This design comes from an exercise in tuning for small area on the open sky130 flow, not from production work.
No run shown here included a check of the RTL's function; only the layout flow was run.
Power and IR drop assume default switching activity.

**design/flow/flow/run.sh**
```bash
#!/bin/bash
# The standard layout (standard.sh), with two changes to how it is built:
# the port buffers use the smallest buffer cell, and the clock tree uses a
# strong root buffer with small leaf buffers.
set -e
export BUFFER_PORTS_ARGS="-buffer_cell sky130_fd_sc_hd__buf_1"
export CTS_ARGS="-sink_clustering_enable -repair_clock_nets -root_buf sky130_fd_sc_hd__clkbuf_16 -buf_list sky130_fd_sc_hd__clkbuf_8"
bash standard.sh > standard.log 2>&1
```
**design/flow/standard.sh**
```bash
#!/bin/bash
# synth_recipe.tcl (not shown) runs the flow's synth.tcl, then flattens the netlist and writes it again
# the make line also repeats each setting of config.mk as NAME=value (left out here)
make -C /OpenROAD-flow-scripts/flow DESIGN_CONFIG=/design/flow/config.mk WORK_HOME=/design/flow/orfs CLKGATE_MAP_FILE= SYNTH_SCRIPT=/design/flow/synth_recipe.tcl "${@:-finish}"
```
**design/flow/config.mk**
```make
export PLATFORM = sky130hd
export DESIGN_NAME = envelope_transient_shaper_unit
export DESIGN_NICKNAME = envelope_transient_shaper_unit
export VERILOG_FILES = /design/flow/design.v
export SDC_FILE = /design/flow/constraint.sdc
export NUM_CORES = 4
export LEC_CHECK = 0
export CAP_MARGIN = 20
export CORE_MARGIN = 2
export CORE_UTILIZATION = 40
export SLEW_MARGIN = 20
```
**design/flow/constraint.sdc**
```tcl
create_clock -name core_clock -period 9.0 [get_ports {aclk}]
set_input_delay 1.8000 -clock core_clock [delete_from_list [all_inputs] [get_ports {aclk}]]
set_output_delay 1.8000 -clock core_clock [all_outputs]
set_load 0.01 [all_outputs]
```
**design/flow/design.v**
```verilog
module etsu_rca #(
    parameter int W = 4
) (
    input  logic [W-1:0] a,
    input  logic [W-1:0] b,
    input  logic         ci,
    output logic [W-1:0] s,
    output logic         co
);
    logic [W:0] c;
    assign c[0] = ci;
    for (genvar i = 0; i < W; i++) begin : g_fa
        assign s[i]   = a[i] ^ b[i] ^ c[i];
        assign c[i+1] = (a[i] & b[i]) | (a[i] & c[i]) | (b[i] & c[i]);
    end
    assign co = c[W];
endmodule
module envelope_transient_shaper_unit
#(
    parameter int SAMPLE_BITS = 24,
    localparam int TDATA_W = ((2 * SAMPLE_BITS + 7) / 8) * 8
) (
    input  logic                   aclk,
    input  logic                   aresetn,
    input  logic                   cfg_wr_en,
    input  logic [1:0]             cfg_index,
    input  logic [22:0]            cfg_wdata,
    input  logic                   s_tvalid,
    output logic                   s_tready,
    input  logic [TDATA_W-1:0]     s_tdata,
    input  logic                   s_tuser,
    output logic                   m_tvalid,
    input  logic                   m_tready,
    output logic [TDATA_W-1:0]     m_tdata,
    output logic                   m_tuser
);
    logic [22:0] thr_reg;
    logic [15:0] att_reg;
    logic [15:0] sus_reg;
    logic        two_reg;
    always_ff @(posedge aclk) begin
        if (!aresetn) begin
            thr_reg <= 23'd8389;
            att_reg <= 16'd4096;
            sus_reg <= 16'd4096;
            two_reg <= 1'b1;
        end else if (cfg_wr_en) begin
            case (cfg_index)
                2'd0: thr_reg <= cfg_wdata;
                2'd1: att_reg <= cfg_wdata[15:0];
                2'd2: sus_reg <= cfg_wdata[15:0];
                default: two_reg <= cfg_wdata[0];
            endcase
        end
    end
    localparam logic [1:0] S_CLR = 2'd0, S_IDLE = 2'd1, S_ENV = 2'd2, S_MUL = 2'd3;
    logic [1:0] st_reg;
    logic [4:0] cnt_reg;
    logic [2:0] ph_reg;
    logic       vld_reg;
    logic       trn_reg;    
    logic       tru_reg;    
    wire in_env  = (st_reg == S_ENV);
    wire in_mul  = (st_reg == S_MUL);
    wire in_clr  = (st_reg == S_CLR);
    wire c0      = (cnt_reg == 5'd0);
    wire out_free = !vld_reg || m_tready;
    wire env_done = in_env && (cnt_reg == 5'd13);
    wire env_cmp  = in_env && (cnt_reg == 5'd12);
    wire mul_last = in_mul && (cnt_reg == 5'd16);
    wire blk      = s_tuser;
    assign s_tready = mul_last;
    always_ff @(posedge aclk) begin
        ph_reg <= aresetn ? ph_reg + 3'd1 : 3'd0;
        if (!aresetn) begin
            st_reg  <= S_CLR;
            cnt_reg <= 5'd0;
            vld_reg <= 1'b0;
        end else begin
            if (mul_last) vld_reg <= 1'b1;
            else if (m_tready) vld_reg <= 1'b0;
            case (st_reg)
                S_CLR: begin
                    cnt_reg <= cnt_reg + 5'd1;
                    if (cnt_reg == 5'd7) st_reg <= S_IDLE;
                end
                S_IDLE: begin
                    cnt_reg <= 5'd0;
                    if (s_tvalid && ph_reg == 3'd7) st_reg <= S_ENV;
                end
                S_ENV: begin
                    if (!env_done) cnt_reg <= cnt_reg + 5'd1;
                    else if (out_free) begin
                        cnt_reg <= 5'd0;
                        st_reg  <= S_MUL;
                    end
                end
                default: begin
                    cnt_reg <= cnt_reg + 5'd1;
                    if (mul_last) st_reg <= S_IDLE;
                end
            endcase
        end
    end
    logic [3:0] ev [8];
    logic       ev_wr;
    logic [3:0] ev_wd;
    always_ff @(posedge aclk) begin
        for (int p = 0; p < 8; p++) begin
            if (p == 3 && ev_wr) ev[p] <= ev_wd;
            else ev[p] <= ev[(p + 1) % 8];
        end
    end
    wire [2:0]  dsel = cnt_reg[2:0];
    wire        lv_in = in_env && (cnt_reg >= 5'd1) && (cnt_reg <= 5'd6);
    logic [3:0] dig_l, dig_r;
    always_comb begin
        dig_l = 4'd0;
        dig_r = 4'd0;
        for (int k = 0; k < 6; k++) begin
            if (dsel == 3'(k + 1)) begin
                dig_l = s_tdata[4*k +: 4];
                dig_r = s_tdata[24 + 4*k +: 4];
            end
        end
    end
    wire        sgn_l = s_tdata[23];
    wire        sgn_r = two_reg ? s_tdata[47] : s_tdata[23];
    wire [3:0]  dig_r2 = two_reg ? dig_r : dig_l;
    logic       cy_l, cy_r, cy_v, cy_d, cy_t, cy_1, cy_2, cy_3, cy_e, cy_c;
    logic [2:0] lvb;        
    logic       dsr;        
    logic [1:0] tsr;        
    logic [3:0] t2a, t2b;   
    logic       ysr;        
    logic       y14;
    wire first = in_env && c0;
    wire lfirst = in_env && (cnt_reg == 5'd1);
    wire [3:0] ml = lv_in ? (dig_l ^ {4{sgn_l}}) : 4'd0;
    wire [3:0] mr = lv_in ? (dig_r2 ^ {4{sgn_r}}) : 4'd0;
    wire [3:0] mag_l, mag_r, lvd;
    wire       co_l, co_r, co_v;
    etsu_rca #(4) u_ml (.a(ml), .b(4'd0), .ci(cy_l | (lfirst & sgn_l)), .s(mag_l), .co(co_l));
    etsu_rca #(4) u_mr (.a(mr), .b(4'd0), .ci(cy_r | (lfirst & sgn_r)), .s(mag_r), .co(co_r));
    etsu_rca #(4) u_lv (.a(mag_l), .b(mag_r), .ci(cy_v), .s(lvd), .co(co_v));
    wire [3:0] lev = {lvd[0], lvb};
    wire       pv_ok = in_env && !blk;
    wire [3:0] pv0 = (pv_ok && cnt_reg <= 5'd7) ? ev[0] : 4'd0;
    wire [3:0] dd;
    wire       co_d;
    etsu_rca #(4) u_d (.a(lev), .b(~pv0), .ci(cy_d | first), .s(dd), .co(co_d));
    wire [3:0] dg = in_env ? dd : 4'd0;
    wire [3:0] td;
    wire       co_t;
    etsu_rca #(4) u_t (.a(dg), .b({dg[2:0], dsr}), .ci(cy_t), .s(td), .co(co_t));
    wire [3:0] t2 = {td[1:0], tsr};
    wire [3:0] y1, y2, y3;
    wire       co_1, co_2, co_3;
    etsu_rca #(4) u_y1 (.a(dg), .b(t2),  .ci(cy_1), .s(y1), .co(co_1));
    etsu_rca #(4) u_y2 (.a(y1), .b(t2a), .ci(cy_2), .s(y2), .co(co_2));
    etsu_rca #(4) u_y3 (.a(y2), .b(t2b), .ci(cy_3), .s(y3), .co(co_3));
    wire [3:0] qd = {y3[2:0], ysr};
    wire       q0 = (cnt_reg == 5'd4);
    wire [3:0] pv4 = pv_ok ? ev[4] : 4'd0;
    wire [3:0] ed;
    wire       co_e;
    etsu_rca #(4) u_e (.a(pv4), .b(qd), .ci(q0 ? y14 : cy_e), .s(ed), .co(co_e));
    assign ev_wr = in_clr || (in_env && cnt_reg >= 5'd4 && cnt_reg <= 5'd11);
    assign ev_wd = in_clr ? 4'd0 : ed;
    logic [3:0] td_thr;
    always_comb begin
        td_thr = 4'd0;
        case (cnt_reg)
            5'd6:  td_thr = thr_reg[3:0];
            5'd7:  td_thr = thr_reg[7:4];
            5'd8:  td_thr = thr_reg[11:8];
            5'd9:  td_thr = thr_reg[15:12];
            5'd10: td_thr = thr_reg[19:16];
            5'd11: td_thr = {1'b0, thr_reg[22:20]};
            default: td_thr = 4'd0;
        endcase
    end
    wire [3:0] cd;
    wire       co_c;
    etsu_rca #(4) u_c (.a(qd), .b(~td_thr), .ci(q0 ? y14 : cy_c), .s(cd), .co(co_c));
    always_ff @(posedge aclk) begin
        cy_l <= co_l; cy_r <= co_r; cy_v <= co_v; cy_d <= co_d; cy_t <= co_t;
        cy_1 <= co_1; cy_2 <= co_2; cy_3 <= co_3;
        lvb <= lvd[3:1]; dsr <= dg[3]; tsr <= td[3:2];
        t2a <= t2; t2b <= t2a; ysr <= y3[3];
        cy_e <= co_e;
        cy_c <= co_c;
        if (in_env && cnt_reg == 5'd3) y14 <= y3[2];
        if (env_cmp) trn_reg <= !blk && !cd[3];
    end
    wire [3:0] gi = cnt_reg[3:0];
    function automatic logic mux16(input logic [15:0] v, input logic [3:0] i);
        logic [7:0] m8;
        logic [3:0] m4;
        logic [1:0] m2;
        m8 = i[0] ? {v[15], v[13], v[11], v[9], v[7], v[5], v[3], v[1]}
                  : {v[14], v[12], v[10], v[8], v[6], v[4], v[2], v[0]};
        m4 = i[1] ? {m8[7], m8[5], m8[3], m8[1]} : {m8[6], m8[4], m8[2], m8[0]};
        m2 = i[2] ? {m4[3], m4[1]} : {m4[2], m4[0]};
        mux16 = i[3] ? m2[1] : m2[0];
    endfunction
    wire       att_b = mux16(att_reg, gi);
    wire       sus_b = mux16(sus_reg, gi);
    wire       mstep = in_mul && !cnt_reg[4];
    wire       gbit  = mstep && (blk ? (gi == 4'd12) : (trn_reg ? att_b : sus_b));
    wire       rnd   = in_mul && (cnt_reg == 5'd11);
    wire       mfirst = in_mul && c0;
    logic      bdel;
    wire [23:0] xl = s_tdata[23:0];
    wire [23:0] xr = s_tdata[47:24];
    logic [10:0] lo_l, lo_r;    
    logic [11:0] hi_l, hi_r;    
    logic        mb_l, mb_r;    
    logic        cl_l, cl_r;    
    logic [3:0]  pl_l, pl_r;    
    wire [12:0] ha_l = mfirst ? 13'd0 : {hi_l[11], hi_l};
    wire [12:0] ha_r = mfirst ? 13'd0 : {hi_r[11], hi_r};
    wire [12:0] hb_l = (bdel && !mfirst) ? {xl[23], xl[23:12]} : 13'd0;
    wire [12:0] hb_r = (bdel && !mfirst) ? {xr[23], xr[23:12]} : 13'd0;
    wire [12:0] hs_l, hs_r;
    wire        hco_l, hco_r;
    etsu_rca #(13) u_hl (.a(ha_l), .b(hb_l), .ci(cl_l & !mfirst), .s(hs_l), .co(hco_l));
    etsu_rca #(13) u_hr (.a(ha_r), .b(hb_r), .ci(cl_r & !mfirst), .s(hs_r), .co(hco_r));
    wire [11:0] la_l = mfirst ? 12'd0 : {hs_l[0], lo_l};
    wire [11:0] la_r = mfirst ? 12'd0 : {hs_r[0], lo_r};
    wire [11:0] lb_l = gbit ? xl[11:0] : 12'd0;
    wire [11:0] lb_r = gbit ? xr[11:0] : 12'd0;
    wire [11:0] ls_l, ls_r;
    wire        lco_l, lco_r;
    etsu_rca #(12) u_ll (.a(la_l), .b(lb_l), .ci(rnd), .s(ls_l), .co(lco_l));
    etsu_rca #(12) u_lr (.a(la_r), .b(lb_r), .ci(rnd), .s(ls_r), .co(lco_r));
    always_ff @(posedge aclk) begin
        if (in_mul) begin
            bdel <= gbit;
            hi_l <= hs_l[12:1];
            hi_r <= hs_r[12:1];
            mb_l <= hs_l[0];
            mb_r <= hs_r[0];
            if (mstep) begin
                lo_l <= ls_l[11:1];
                lo_r <= ls_r[11:1];
                cl_l <= lco_l;
                cl_r <= lco_r;
                pl_l <= {ls_l[0], pl_l[3:1]};
                pl_r <= {ls_r[0], pl_r[3:1]};
            end
        end
        if (mul_last) tru_reg <= trn_reg;
    end
    function automatic logic [23:0] clamp(input logic [27:0] r);
        if ((&r[27:23]) || !(|r[27:23])) clamp = r[23:0];
        else clamp = r[27] ? 24'h800000 : 24'h7FFFFF;
    endfunction
    assign m_tvalid = vld_reg;
    assign m_tdata  = {clamp({hi_r, mb_r, lo_r, pl_r}), clamp({hi_l, mb_l, lo_l, pl_l})};
    assign m_tuser  = tru_reg;
endmodule
```
==> results of run 1 <==
-- synthesized netlist by cell type, drive strengths merged, types with 4 or more instances --
library cell	number
a22oi	9
ha	20
fa	79
o22ai	5
clkbuf	54
a311oi	4
and2	73
edfxtp	62
nand3	20
nand4	4
a21boi	49
o21ai	15
mux4	8
nand3b	5
and3	24
buf	9
nand2	161
mux2i	10
a211oi	6
inv	82
xor2	4
a222oi	4
a21oi	20
nor2	30
dfxtp	124
xnor2	4
a22o	5
nand2b	5
a21o	47
nor2b	18
-- stage by stage --
| stage | power, W | worst slack [ns] | hold WS [ns] | cell area [um^2] | utilization |
|---|---|---|---|---|---|
| CTS | 0.00185 | 1.50 | 0.320 | 11500 | 0.455 |
| floorplan | 0.00112 | 0.164 | 0.310 | 10200 | - |
| global route | 0.00192 | 1.14 | 0.333 | 11500 | 0.455 |
| detailed placement | 0.00121 | 1.44 | 0.312 | 11000 | 0.436 |
| global placement | 0.00121 | 1.45 | 0.310 | 11000 | 0.436 |
| finish | 0.00184 | 1.50 | 0.321 | 11500 | 0.455 |
-- metal layers --
layer	track usage	vias up	wire (um)
met1	0.259	3507	10900
li1	-	3518	-
met3	0.0336	33	1630
met5	0	-	0
met4	0.0590	0	475
met2	0.297	235	11100
-- placed cells by master, fill, tap and decap left out, types with 5 or more instances in the layout --
cell      instances
a21o_1           47
and3_1           24
a21boi_0         35
nand3_1          19
clkbuf_8         21
nor2_1           29
nand2_1         161
nand3b_1          5
nor2b_1          17
ha_1             20
a22o_1            5
inv_1            79
edfxtp_1         62
mux2i_1          10
dfxtp_1         124
a21oi_1          20
mux4_2            6
o21ai_1          10
buf_1           128
a211oi_1          6
fa_1             79
and2_1           73
a22oi_1           9
buf_4            13
nand2b_1          5
o22ai_1           5
a21boi_1         14
-- final cells by class --
class | count | area share
clock inverter | 10 | 0.0133
clock buffer | 22 | 0.0274
inverter | 82 | 0.0269
sequential | 186 | 0.379
multi-input combinational | 665 | 0.466
timing repair buffer | 142 | 0.0509
tap | 330 | 0.0360
-- critical path, stage by stage (launching register included) --
cell and delay (ns):
dfxtp_1 0.88, mux4_1 0.64, mux2i_1 0.14, o21ai_1 0.10, a2111oi_2 0.42, nor3_2 0.15
and2_1 0.20, fa_1 0.41, fa_1 0.41, fa_1 0.40, fa_1 0.39, fa_1 0.39
fa_1 0.39, fa_1 0.39, fa_1 0.39, fa_1 0.40, fa_1 0.39, fa_1 0.36
inv_1 0.07, fa_1 0.40, inv_1 0.06
-- power by group --
part	switching, W	internal [W]	leakage [nW]
Sequential	0.0000235	0.000879	1.57
Clock	0.000313	0.000330	0.234
Combinational	0.000177	0.000116	2.92
-- cell families after synthesis --
kind of cell | after synthesis
buffers and inverters | 145
DFF | 186
xor gates and xnor gates | 8
and+or+nand+nor | 353
AOI/OAI and AO/OA | 183
muxes | 21
adders and majority gates | 100
-- worst max-delay path by stage --
stage                     from  slack (ns)  endpoint  cells past startpoint
floorplan            st_reg[0]        0.16  hi_l[10]                     20
global placement       s_tuser        1.45  lo_l[10]                     18
detailed placement     s_tuser        1.44  lo_l[10]                     18
CTS                 cnt_reg[0]        1.50  lo_l[10]                     20
global route        cnt_reg[0]        1.14  lo_l[10]                     20
finish              cnt_reg[0]        1.50  lo_l[10]                     20
==> summary.txt, run 1 <==
Status
  – Outcome: timing/DRC/antenna clean

Setup path
  – Reg2reg end: lo_l[10]
  – Critical Path RT: 9.27 ns
  – FF-to-FF path depth: 20
  – Critical path class: flop to flop
  – Reg2reg start: cnt_reg[0]
  – R2R Setup Slk: 1.50 ns
  – Crit. End Element: flop
  – Crit path launch type: flop
  – Worst Path Arrival: 7.77 ns
  – CP max FO: 15

Clocking
  – Worst-Skew Late Latency: 0.40 ns
  – Clock slew at reported path FFs: roughly 0.10 ns
  – Clock Sinks: roughly 190
  – Htree depth: 4
  – CTS buffer count: 17
  – CTS tree: yes
  – PostCTS Resize Cnt: 0
  – CTS root buf: clkbuf_16
  – Post-CTS setup buffer count: 0
  – Hold buffer count at CTS: 0
  – Longest Clk Path Bufs: 2

Synthesis
  – Seq/Total Area, Yosys: 0.425
  – Top cell type's share of synthesized area: 0.243
  – Mapped Cells: between 900 and 1000
  – Yosys top cell by area: dfxtp_1
  – Post-synthesis simple-gate area fraction: 0.169
  – Post-synthesis mux area share: 0.0314
  – Distinct cells, synth: 64
  – Post-Syn Nets: 1174
  – Ys async rst share: 0
  – Mapped Area: 0.0102 mm^2
  – Post-synth EDFFs: slightly above 60
  – Largest family of logic cells by synthesized area: adder cells
  – Synthesis Warnings: 2
  – Seq cells post-synth: ~190
  – Post-Synth XOR/XNOR Area: 0.00685
  – Syn_area_per_cell: just over 10 um^2
  – Synth top area cells: dfxtp_1, edfxtp_1, fa_1
  – Synth Area in Compound Gates: 0.132
  – Synth Flop Type: dfxtp_1
  – Adder-cell share of the synthesized area: 0.180

GRT
  – Global route overflow: 0
  – Antenna violations before repair: 0
  – GRT Overall Usage: 0.187
  – Largest net degree at the start of global routing: 64
  – Vias in the first global route: 7325
  – Global-route wire length before repair: about 38000 um

Pwr
  – Pleak: 4.73 nW
  – VDD IR max: 0.0844 mV
  – PwrDens: 160 mW/mm^2

Detailed routing
  – Via density: 5.08
  – WL final: 24100 um
  – Post-route ant nets: 0
  – Remaining DRCs: 0
  – Vias post-DR: 7293
  – 1st-pass router iterations: 9
  – Post-DR wirelength/cell: between 15 and 20 um
  – First-iteration detailed-routing DRC count: 552

Timing
  – Min Tclk post-route: 7.50 ns
  – Final Slew Violations: 0
  – Fin Setup TNS: 0 ns
  – Clock Skew: 0.0155 ns
  – Crit share post-route: 0.834
  – Final hold violation count: 0
  – Fmax achieved: roughly 130 MHz
  – RSZ-0062 raised after global routing: false
  – Final setup violation count: 0
  – Max-slew headroom: 0.298
  – Worst-margin pin slew: 1.04 ns

Placement
  – Port Buffers: approximately 130
  – Gpl congestion: a little over 0.8
  – Dpl hpwl: 18000 um
  – Placed cells: 1405

Worst hold path
  – Hold depth: 0
  – Hold endpoint: ev[4][3]
  – Hold Startpoint: ev[5][3]
  – Hold/Removal Path Class: flop to flop

Floorplanning
  – Core area: about 0.025 mm^2
  – Io pins: 130
  – Die ar.: 0.0269 mm^2
  – Core Rows: 58
  – Initial Util: 0.406
  – Chip width: 164 um
  – Die H: 164 um

Cells and area
  – Sequential Area: 0.00434 mm^2
  – Nets@finish: 1272
  – Max reg flops: 32
  – Ant diodes: 0
  – Post-Layout Cell Count: approximately 1400
  – Synth-to-Final Area Change: 12.0%
  – Share of layout cells above drive strength 1: 0.0632
  – Fill count: 2471
  – Area of the multi-input gates: 0.00534 mm^2

Flow run
  – Max_cap viols: 0
==> run 2, diff against run 1 <==
--- a/design/flow/design.v
+++ b/design/flow/design.v
@@ -114,3 +114,3 @@
     wire [2:0]  dsel = cnt_reg[2:0];
-    wire        lv_in = in_env && (cnt_reg >= 5'd1) && (cnt_reg <= 5'd6);
+    wire        lv_in = in_env && (cnt_reg <= 5'd5);
     logic [3:0] dig_l, dig_r;
@@ -120,3 +120,3 @@
         for (int k = 0; k < 6; k++) begin
-            if (dsel == 3'(k + 1)) begin
+            if (dsel == 3'(k)) begin
                 dig_l = s_tdata[4*k +: 4];
@@ -129,3 +129,4 @@
     wire [3:0]  dig_r2 = two_reg ? dig_r : dig_l;
-    logic       cy_l, cy_r, cy_v, cy_d, cy_t, cy_1, cy_2, cy_3, cy_e, cy_c;
+    logic       cy_r, cy_v, cy_d, cy_t, cy_1, cy_2, cy_3, cy_e, cy_c;
+    logic [3:0] lva;        
     logic [2:0] lvb;        
@@ -135,14 +136,11 @@
     logic       ysr;        
-    logic       y14;
     wire first = in_env && c0;
-    wire lfirst = in_env && (cnt_reg == 5'd1);
     wire [3:0] ml = lv_in ? (dig_l ^ {4{sgn_l}}) : 4'd0;
     wire [3:0] mr = lv_in ? (dig_r2 ^ {4{sgn_r}}) : 4'd0;
-    wire [3:0] mag_l, mag_r, lvd;
-    wire       co_l, co_r, co_v;
-    etsu_rca #(4) u_ml (.a(ml), .b(4'd0), .ci(cy_l | (lfirst & sgn_l)), .s(mag_l), .co(co_l));
-    etsu_rca #(4) u_mr (.a(mr), .b(4'd0), .ci(cy_r | (lfirst & sgn_r)), .s(mag_r), .co(co_r));
-    etsu_rca #(4) u_lv (.a(mag_l), .b(mag_r), .ci(cy_v), .s(lvd), .co(co_v));
-    wire [3:0] lev = {lvd[0], lvb};
-    wire       pv_ok = in_env && !blk;
+    wire [3:0] mag_r, lvd;
+    wire       co_r, co_v;
+    etsu_rca #(4) u_mr (.a(mr), .b(4'd0), .ci(cy_r | (first & sgn_r)), .s(mag_r), .co(co_r));
+    etsu_rca #(4) u_lv (.a(ml), .b(mag_r), .ci(cy_v | (first & sgn_l)), .s(lvd), .co(co_v));
+    wire [3:0] lev = {lva[0], lvb};
+    wire       pv_ok = !blk;
     wire [3:0] pv0 = (pv_ok && cnt_reg <= 5'd7) ? ev[0] : 4'd0;
@@ -162,3 +160,3 @@
     wire [3:0] qd = {y3[2:0], ysr};
-    wire       q0 = (cnt_reg == 5'd4);
+    wire       y14_at = in_env && (cnt_reg == 5'd3);   
     wire [3:0] pv4 = pv_ok ? ev[4] : 4'd0;
@@ -166,3 +164,3 @@
     wire       co_e;
-    etsu_rca #(4) u_e (.a(pv4), .b(qd), .ci(q0 ? y14 : cy_e), .s(ed), .co(co_e));
+    etsu_rca #(4) u_e (.a(pv4), .b(qd), .ci(cy_e), .s(ed), .co(co_e));
     assign ev_wr = in_clr || (in_env && cnt_reg >= 5'd4 && cnt_reg <= 5'd11);
@@ -184,11 +182,10 @@
     wire       co_c;
-    etsu_rca #(4) u_c (.a(qd), .b(~td_thr), .ci(q0 ? y14 : cy_c), .s(cd), .co(co_c));
-    always_ff @(posedge aclk) begin
-        cy_l <= co_l; cy_r <= co_r; cy_v <= co_v; cy_d <= co_d; cy_t <= co_t;
+    etsu_rca #(4) u_c (.a(qd), .b(~td_thr), .ci(cy_c), .s(cd), .co(co_c));
+    always_ff @(posedge aclk) begin
+        cy_r <= co_r; cy_v <= co_v; cy_d <= co_d; cy_t <= co_t;
         cy_1 <= co_1; cy_2 <= co_2; cy_3 <= co_3;
-        lvb <= lvd[3:1]; dsr <= dg[3]; tsr <= td[3:2];
+        lva <= lvd; lvb <= lva[3:1]; dsr <= dg[3]; tsr <= td[3:2];
         t2a <= t2; t2b <= t2a; ysr <= y3[3];
-        cy_e <= co_e;
-        cy_c <= co_c;
-        if (in_env && cnt_reg == 5'd3) y14 <= y3[2];
+        cy_e <= y14_at ? y3[2] : co_e;
+        cy_c <= y14_at ? y3[2] : co_c;
         if (env_cmp) trn_reg <= !blk && !cd[3];
==> summary.txt, run 2 <==
Timing
  – Crit share post-route: 0.881 (+0.0475)
  – Clock Skew: 0.0142 ns (-0.00131 ns)
  – Fmax achieved: 126 MHz (-5.4%)
  – WHS: 0.326 ns (+0.00474 ns)
  – Final hold violation count: 0 (unchanged)
  – Max-slew headroom: 0.299 (+0.00169)
  – Final setup violation count: 0 (unchanged)
  – Worst-margin pin slew: 1.05 ns (+0.00720 ns)
  – Worst setup margin: 1.07 ns (-0.428 ns)
  – Fin Setup TNS: 0 ns (unchanged)
  – Final Slew Violations: 0 (unchanged)
  – RSZ-0062 raised after global routing: false
  – Min Tclk post-route: 7.93 ns (+0.428 ns)

Clocking
  – CTS root buf: clkbuf_16
  – Clock Sinks: 188 (+1.1%)
  – Clock slew at reported path FFs: 0.10 ns (about the same)
  – PostCTS Resize Cnt: 0 (unchanged)
  – Htree depth: 4 (unchanged)
  – Longest Clk Path Bufs: 2 (unchanged)
  – CTS tree: yes
  – CTS buffer count: 17 (unchanged)
  – Post-CTS setup buffer count: 0 (unchanged)
  – Worst-Skew Late Latency: 0.41 ns (about the same)
  – Hold buffer count at CTS: 0 (unchanged)

Cells and area
  – Synth-to-Final Area Change: 11.8%
  – Post-Layout Cell Count: 1451 (+0.97%)
  – Fill count: 2430 (-1.7%)
  – Sequential Area: 0.00437 mm^2 (+0.69%)
  – Nets@finish: 1282 (+0.79%)
  – Ant diodes: 0 (unchanged)
  – Most frequent cells in the layout: nand2_1, buf_1, dfxtp_1
  – Share of layout cells above drive strength 1: 0.0580 (-0.00525)
  – Area of the multi-input gates: 0.00534 mm^2 (about the same)
  – Final core occ: 0.456 (+0.000944)
  – Commonest non-fill, non-tap cell in the layout: nand2_1
  – Max reg flops: 32 (unchanged)

Placement
  – Placement Setup Slack: 0.633 ns (-0.805 ns)
  – Gpl congestion: 0.823 (+1.1%)
  – Dpl hpwl: 18600 um (+3.5%)
  – Port Buffers: 129 (unchanged)
  – Placed cells: 1417 (+0.85%)

GRT
  – GRT met3 Usage: 0.0369 (+0.00328)
  – Largest net degree at the start of global routing: 64 (unchanged)
  – GR Util met1: 0.267 (+0.00751)
  – GRT busiest layer: met2
  – Global route overflow: 0 (unchanged)
  – Met2 Track Usage GR: 0.302 (+0.00427)
  – Global-route wire length before repair: 39200 um (+2.1%)
  – Antenna violations before repair: 1 (+1)
  – GRT Overall Usage: 0.191 (+0.00392)
  – Vias in the first global route: 7204 (-1.7%)

Pwr
  – Pleak: 4.73 nW (about the same)
  – PwrDens: 160 mW/mm^2 (about the same)
  – VDD IR max: 0.104 mV (+23%)

Flow run
  – Max_cap viols: 0 (unchanged)

Detailed routing
  – Remaining DRCs: 0 (unchanged)
  – WL final: 24700 um (+2.2%)
  – Post-route ant nets: 0 (unchanged)
  – First-iteration detailed-routing DRC count: 450 (-18%)
  – Via density: 5.13 (+1.0%)
  – Post-DR wirelength/cell: 17.0 um (+1.3%)
  – Vias post-DR: 7440 (+2.0%)
  – 1st-pass router iterations: 5 (-4)

Setup path
  – CP max FO: 4 (-11)
  – Crit. End Element: flop
  – CP bufs+invs: 3 (+1)
  – FF-to-FF path depth: 20 (unchanged)
  – Reg2reg end: lo_l[10]
  – Worst path slowest cell: fa_1
  – Critical path class: primary input to flop
  – Max incr delay on CP: 0.47 ns (-0.41 ns)
  – Critical Path RT: 9.27 ns (about the same)
  – Delay-heaviest family, CP: adder cells
  – Crit path launch type: primary input
  – CP startpoint: s_tuser
  – Worst Path Arrival: 8.20 ns (+0.43 ns)
  – CP Cell Sequence: buf_1, a21boi_0, o211ai_1, nand3_4, and2_1, fa_1, fa_1, fa_1, fa_1, fa_1, fa_1, fa_1, fa_1, fa_1, fa_1, fa_1, inv_1, fa_1, inv_1
  – R2R Setup Slk: 1.10 ns (-0.40 ns)
  – Reg2reg start: cnt_reg[0]
  – CP most frequent cell: fa_1

Synthesis
  – Post-synth EDFFs: 61 (-1.6%)
  – Most common cell in the netlist: nand2_1
  – Syn_area_per_cell: 10.2 um^2 (-0.91%)
  – Seq/Total Area, Yosys: 0.426 (+0.00132)
  – Most common library cells after synthesis: nand2_1, dfxtp_1, fa_1, inv_1, and2_1
  – Synth Flop Type: dfxtp_1
  – Mapped Area: 0.0103 mm^2 (+0.38%)
  – Synth top area cells: dfxtp_1, edfxtp_1, fa_1
  – Synthesis Warnings: 2 (unchanged)
  – Top cell type's share of synthesized area: 0.248 (+0.00493)
  – Distinct cells, synth: 61 (-4.7%)
  – Mapped Cells: 1009 (+1.3%)
  – Post-Syn Nets: 1183 (+0.77%)
  – Ys async rst share: 0 (unchanged)
  – Seq cells post-synth: 188 (+1.1%)
  – Yosys top cell by area: dfxtp_1

Worst hold path
  – Hold depth: 0 (unchanged)
  – Hold endpoint: ev[6][0]
  – Hold Startpoint: ev[7][0]
  – Hold/Removal Path Class: flop to flop

Floorplanning
  – Initial Util: 0.408 (+0.00154)
  – Io pins: 130 (unchanged)
  – Core Rows: 58 (unchanged)
  – Die H: 164 um (+0.19%)
  – Die ar.: 0.0270 mm^2 (+0.37%)
  – Chip width: 164 um (+0.19%)
  – Core area: 0.0252 mm^2 (unchanged)

Status
  – Outcome: timing/DRC/antenna clean
[run 2: cell types whose count changed after synthesis, sizes merged, moves of 5 or more]
cell	before	now
a31oi	2	9
and2	73	67
nand3b	5	10
o31ai	1	6
[run 2: metal layers]
| metal | part of all wire | vias to the layer above | wire, um |
|---|---|---|---|
| met5 | 0.00028 | - | 7 |
| met4 | 0.015 | 2 | 380 |
| met3 | 0.059 | 31 | 1450 |
| met2 | 0.46 | 215 | 11400 |
| met1 | 0.46 | 3626 | 11400 |
| li1 | - | 3566 | - |
[run 2: where the power goes]
group | internal (W) | total (W) | switching (W)
logic | 0.000122 | 0.000300 | 0.000178
registers | 0.000887 | 0.000910 | 0.0000232
clock network | 0.000297 | 0.000630 | 0.000333
total | 0.00131 | 0.00184 | 0.000535
[run 2: cells by family (layout without fill, tap and decap cells)]
| logic type | after synthesis | count (layout) | synth area share |
|---|---|---|---|
| XOR/XNOR | 9 | 9 | 0.00768 |
| AO/OA/AOI/OAI | 189 | 189 | 0.134 |
| flip-flops | 188 | 188 | 0.426 |
| buffers and inverters | 145 | 257 | 0.0565 |
| multiplexers | 23 | 23 | 0.0290 |
| AND/OR/NAND/NOR | 360 | 360 | 0.173 |
| adder cells (fa/ha/maj) | 95 | 95 | 0.173 |
[run 2: worst max-delay path by stage]
| stage | to | slack, ns | cells after the start |
|---|---|---|---|
| global placement | lo_l[10] | 0.68 | 19 |
| detailed placement | lo_l[10] | 0.63 | 19 |
| floorplan | lo_l[10] | 0.93 | 19 |
| CTS | lo_l[10] | 1.03 | 19 |
| global route | lo_l[10] | 0.79 | 21 |
| finish | lo_l[10] | 1.07 | 19 |
[run 2: cell type report]
class | instances | share of cell area
clock buffers | 17 | 0.0214
clock inverters | 15 | 0.0172
inverters | 81 | 0.0265
multi-input cells | 676 | 0.465
flip-flops and latches | 188 | 0.381
well taps | 330 | 0.0360
repair buffers | 144 | 0.0528
[run 2: stage by stage]
stage          instance area (um^2)  total power (W)
4_1_cts                       11500          0.00186
3_3_place_gp                  11000          0.00123
5_1_grt                       11500          0.00193
3_5_place_dp                  11000          0.00123
2_1_floorplan                 10300          0.00114
6_report                      11500          0.00184
==> run 3, diff against run 2 <==
--- a/design/flow/design.v
+++ b/design/flow/design.v
@@ -36,3 +36,3 @@
 );
-    logic [22:0] thr_reg;
+    logic [20:0] thr_reg;    
     logic [15:0] att_reg;
@@ -42,3 +42,3 @@
         if (!aresetn) begin
-            thr_reg <= 23'd8389;
+            thr_reg <= 21'd8389;
             att_reg <= 16'd4096;
@@ -48,3 +48,3 @@
             case (cfg_index)
-                2'd0: thr_reg <= cfg_wdata;
+                2'd0: thr_reg <= {|cfg_wdata[22:20], cfg_wdata[19:0]};
                 2'd1: att_reg <= cfg_wdata[15:0];
@@ -136,2 +136,3 @@
     logic       ysr;        
+    logic       y14;
     wire first = in_env && c0;
@@ -160,3 +161,3 @@
     wire [3:0] qd = {y3[2:0], ysr};
-    wire       y14_at = in_env && (cnt_reg == 5'd3);   
+    wire       q0 = (cnt_reg == 5'd4);
     wire [3:0] pv4 = pv_ok ? ev[4] : 4'd0;
@@ -164,3 +165,3 @@
     wire       co_e;
-    etsu_rca #(4) u_e (.a(pv4), .b(qd), .ci(cy_e), .s(ed), .co(co_e));
+    etsu_rca #(4) u_e (.a(pv4), .b(qd), .ci(q0 ? y14 : cy_e), .s(ed), .co(co_e));
     assign ev_wr = in_clr || (in_env && cnt_reg >= 5'd4 && cnt_reg <= 5'd11);
@@ -176,3 +177,3 @@
             5'd10: td_thr = thr_reg[19:16];
-            5'd11: td_thr = {1'b0, thr_reg[22:20]};
+            5'd11: td_thr = {3'b000, thr_reg[20]};
             default: td_thr = 4'd0;
@@ -182,3 +183,3 @@
     wire       co_c;
-    etsu_rca #(4) u_c (.a(qd), .b(~td_thr), .ci(cy_c), .s(cd), .co(co_c));
+    etsu_rca #(4) u_c (.a(qd), .b(~td_thr), .ci(q0 ? y14 : cy_c), .s(cd), .co(co_c));
     always_ff @(posedge aclk) begin
@@ -188,4 +189,5 @@
         t2a <= t2; t2b <= t2a; ysr <= y3[3];
-        cy_e <= y14_at ? y3[2] : co_e;
-        cy_c <= y14_at ? y3[2] : co_c;
+        cy_e <= co_e;
+        cy_c <= co_c;
+        if (in_env && cnt_reg == 5'd3) y14 <= y3[2];
         if (env_cmp) trn_reg <= !blk && !cd[3];
==> summary.txt, run 3 <==
Status
  – Outcome: timing/DRC/antenna clean

Timing
  – Clock Skew: 0.0135 ns (-0.000628 ns)
  – Final hold violation count: 0 (unchanged)
  – Crit share post-route: 0.862 (-0.0190)
  – Final Slew Violations: 0 (unchanged)
  – Fmax achieved: 129 MHz (+2.2%)
  – RSZ-0062 raised after global routing: false
  – Min Tclk post-route: 7.76 ns (-0.171 ns)
  – Worst-margin pin slew: 1.04 ns (-0.0111 ns)
  – Final setup violation count: 0 (unchanged)
  – Max-slew headroom: 0.309 (+0.00998)
  – Worst setup margin: 1.24 ns (+0.171 ns)
  – Fin Setup TNS: 0 ns (unchanged)

Detailed routing
  – 1st-pass router iterations: 5 (unchanged)
  – Post-route ant nets: 0 (unchanged)
  – First-iteration detailed-routing DRC count: 405 (-10%)
  – Vias post-DR: 7169 (-3.6%)
  – Via density: 5.05 (-1.5%)
  – Remaining DRCs: 0 (unchanged)
  – Post-DR wirelength/cell: 16.5 um (-3.2%)
  – WL final: 23400 um (-5.2%)

GRT
  – Global-route wire length before repair: 37500 um (-4.5%)
  – GRT Overall Usage: 0.182 (-0.00831)
  – Largest net degree at the start of global routing: 62 (-3.1%)
  – Antenna violations before repair: 0 (-1)
  – Vias in the first global route: 7124 (-1.1%)
  – Global route overflow: 0 (unchanged)

Pwr
  – Reg power frac: 0.492 (-0.003)
  – Clk network pwr share: 0.333 (-0.010)
  – VDD IR max: 0.0935 mV (-9.7%)
  – P_sw: 0.000574 W (+7.4%)
  – Pleak: 4.77 nW (+0.86%)
  – P_int: 0.00128 W (-1.9%)
  – PwrDens: 163 mW/mm^2 (+1.8%)
  – Sw Ratio: 0.309 (+0.0189)
  – Combinational share of power: 0.175 (+0.012)

Setup path
  – Worst Path Arrival: 8.04 ns (-0.16 ns)
  – Crit path launch type: primary input
  – CP max FO: 3 (-1)
  – CP most frequent cell: fa_1
  – Critical Path RT: 9.28 ns (about the same)
  – CP bufs+invs: 3 (unchanged)
  – CP Cell Sequence: buf_1, or2b_2, o22ai_1, a221oi_2, and3_1, fa_1, fa_1, fa_1, fa_1, fa_1, fa_1, fa_1, fa_1, fa_1, fa_1, fa_1, inv_1, fa_1, inv_1
  – FF-to-FF path depth: 19 (-5.0%)
  – R2R Setup Slk: 1.31 ns (+0.21 ns)
  – Max incr delay on CP: 0.46 ns (about the same)
  – Reg2reg start: cnt_reg[0]
  – Reg2reg end: lo_l[10]
  – Critical path endpoint: lo_l[10]
  – Crit. End Element: flop
  – Delay-heaviest family, CP: adder cells
  – Critical path class: primary input to flop
  – CP startpoint: s_tuser
  – Crit. path cell count: 19 (unchanged)
  – Worst path slowest cell: fa_1

Floorplanning
  – Core Rows: 58 (unchanged)
  – Core area: 0.0250 mm^2 (-0.58%)
  – Io pins: 130 (unchanged)
  – Die ar.: 0.0267 mm^2 (-1.2%)
  – Initial Util: 0.405 (-0.00258)
  – Die H: 163 um (-0.59%)
  – Chip width: 163 um (-0.59%)

Synthesis
  – Most common library cells after synthesis: nand2_1, dfxtp_1, inv_1
  – Syn_area_per_cell: 10.4 um^2 (+2.6%)
  – Post-Syn Nets: 1146 (-3.1%)
  – Post-synth EDFFs: 62 (+1.6%)
  – Ys async rst share: 0 (unchanged)
  – Mapped Area: 0.0101 mm^2 (-1.2%)
  – Adder-cell share of the synthesized area: 0.178 (+0.00409)
  – Largest family of logic cells by synthesized area: adder cells
  – Seq/Total Area, Yosys: 0.430 (+0.00421)
  – Most common cell in the netlist: nand2_1
  – Distinct cells, synth: 62 (+1.6%)
  – Post-synthesis simple-gate area fraction: 0.173 (about the same)
  – Post-synthesis mux area share: 0.0313 (+0.00233)
  – Synth top area cells: dfxtp_1, edfxtp_1, fa_1
  – Yosys top cell by area: dfxtp_1
  – Post-Synth XOR/XNOR Area: 0.00863 (+0.000957)
  – Synth Area in Compound Gates: 0.121 (-0.0127)
  – Top cell type's share of synthesized area: 0.247 (-0.000924)
  – Mapped Cells: 972 (-3.7%)
  – Synthesis Warnings: 2 (unchanged)
  – Seq cells post-synth: 187 (-0.53%)
  – Synth Flop Type: dfxtp_1

Placement
  – Port Buffers: 129 (unchanged)
  – Dpl hpwl: 17500 um (-5.7%)
  – Gpl congestion: 0.812 (-1.3%)
  – Placement Setup Slack: 0.859 ns (+0.226 ns)

Clocking
  – PostCTS Resize Cnt: 0 (unchanged)
  – Clock slew at reported path FFs: 0.11 ns (about the same)
  – Hold buffer count at CTS: 0 (unchanged)
  – Clock Sinks: 187 (-0.53%)
  – Post-CTS setup buffer count: 0 (unchanged)
  – CTS buffer count: 17 (unchanged)
  – CTS root buf: clkbuf_16
  – CTS tree: yes
  – Htree depth: 4 (unchanged)
  – Longest Clk Path Bufs: 2 (unchanged)
  – Worst-Skew Late Latency: 0.40 ns (about the same)

Cells and area
  – Most frequent cells in the layout: nand2_1, buf_1, dfxtp_1
  – Nets@finish: 1251 (-2.4%)
  – Max reg flops: 32 (unchanged)
  – Fill count: 2475 (+1.9%)
  – Sequential Area: 0.00436 mm^2 (-0.23%)
  – Share of layout cells above drive strength 1: 0.0642 (+0.00624)
  – Ant diodes: 0 (unchanged)
  – Area of the multi-input gates: 0.00522 mm^2 (-2.3%)
  – Synth-to-Final Area Change: 12.1%
  – Commonest non-fill, non-tap cell in the layout: nand2_1

Flow run
  – Max_cap viols: 0 (unchanged)

Worst hold path
  – Hold/Removal Path Class: flop to flop
-- run 3: cell count changes in the layout (fill, tap and decap cells not counted), moves of 6 or more --
cell | previous run | this run
a21boi_0 | 23 | 45
a21boi_1 | 26 | 1
a21o_1 | 50 | 44
a22oi_1 | 11 | 4
and2_1 | 67 | 50
and3_1 | 25 | 42
clkinv_8 | 0 | 6
nand2b_1 | 6 | 15
nand3b_1 | 10 | 2
-- run 3: worst min-delay path by stage --
stage                     slack [ns]  depth (start not counted)     start        to
after global placement          0.31                          0  ev[6][1]  ev[5][1]
final                           0.33                          0  ev[3][2]  ev[2][2]
after floorplan                 0.31                          0  ev[1][0]  ev[0][0]
after detailed placement        0.31                          0  ev[3][1]  ev[2][1]
after CTS                       0.34                          0  ev[3][2]  ev[2][2]
after global routing            0.33                          0  ev[3][2]  ev[2][2]
-- run 3: worst register-to-register path: cells and delay by family (launching register included) --
kind                       cells  cell delay (ns)
adders and majority gates     12             5.06
DFF                            1             0.84
muxes                          1             0.65
AOI/OAI and AO/OA              3             0.64
and+or+nand+nor                1             0.26
buffers and inverters          2             0.15
-- run 3: power by group through the flow --
stage,clock network (W),registers (W),logic [W]
after CTS,0.000638,0.000912,0.000325
after floorplan,0,0.000915,0.000239
final,0.000618,0.000912,0.000325
after global routing,0.000671,0.000916,0.000356
after detailed placement,0,0.000932,0.000323
after global placement,0,0.000931,0.000322
-- run 3: through the flow --
stage | area [um^2] | util | total power [W] | instances | hold WS [ns]
after floorplan | 10100 | - | 0.00115 | 972 | 0.310
after global placement | 10900 | 0.435 | 0.00125 | 1387 | 0.311
after detailed placement | 10900 | 0.435 | 0.00125 | 1387 | 0.314
after CTS | 11400 | 0.454 | 0.00187 | 1419 | 0.335
after global routing | 11400 | 0.454 | 0.00194 | 1420 | 0.329
final | 11400 | 0.454 | 0.00186 | 1420 | 0.332
-- run 3: area by class of cell --
type / instances / share of cell area
repair buffers: 146 / 0.0539
inverters: 81 / 0.0267
clock buffers: 17 / 0.0216
well taps: 330 / 0.0363
flip-flops and latches: 187 / 0.384
clock inverters: 15 / 0.0189
multi-input cells: 644 / 0.459
-- run 3: per-layer routing --
| layer | up-vias | routed length [um] | global-route usage |
|---|---|---|---|
| met5 | - | 0 | 0 |
| met3 | 25 | 1270 | 0.0325 |
| met2 | 196 | 10600 | 0.290 |
| li1 | 3455 | - | - |
| met4 | 0 | 305 | 0.0475 |
| met1 | 3493 | 11200 | 0.257 |
-- run 3: cell families after synthesis --
logic type               Yosys count
AO/OA/AOI/OAI                    168
adder cells (fa/ha/maj)           97
multiplexers                      19
AND/OR/NAND/NOR                  350
buffers and inverters            141
flip-flops                       187
XOR/XNOR                          10

-- what the ideal ports hide --
The flow's constraints put no driver on any port. The routed layouts listed below were extracted and timed again, unchanged, in two steps. Step 1, drivers: a clkbuf_16 drives aclk and a buf_2 each remaining input, both assumed. Step 2 also shifts input and output timing later by t, the mid clock arrival at the registers, as if the neighbouring blocks saw the same clock. Three values: no drivers, after step 1, after step 2; two values: the first two.
run	shift t [ns]	setup slack, ns	worst data-port slew with drivers (ns)
run 1	0.436	1.497 / 1.497 / 1.375	0.04
run 2	0.443	1.069 / 1.053 / 0.611	0.06
run 3	0.444	1.240 / 1.268 / 0.824	0.07
After both steps setup and hold are still met in every run listed. The setup slack of run 2, which loses most, moves by -0.016 ns with the drivers and by -0.458 ns with both steps.
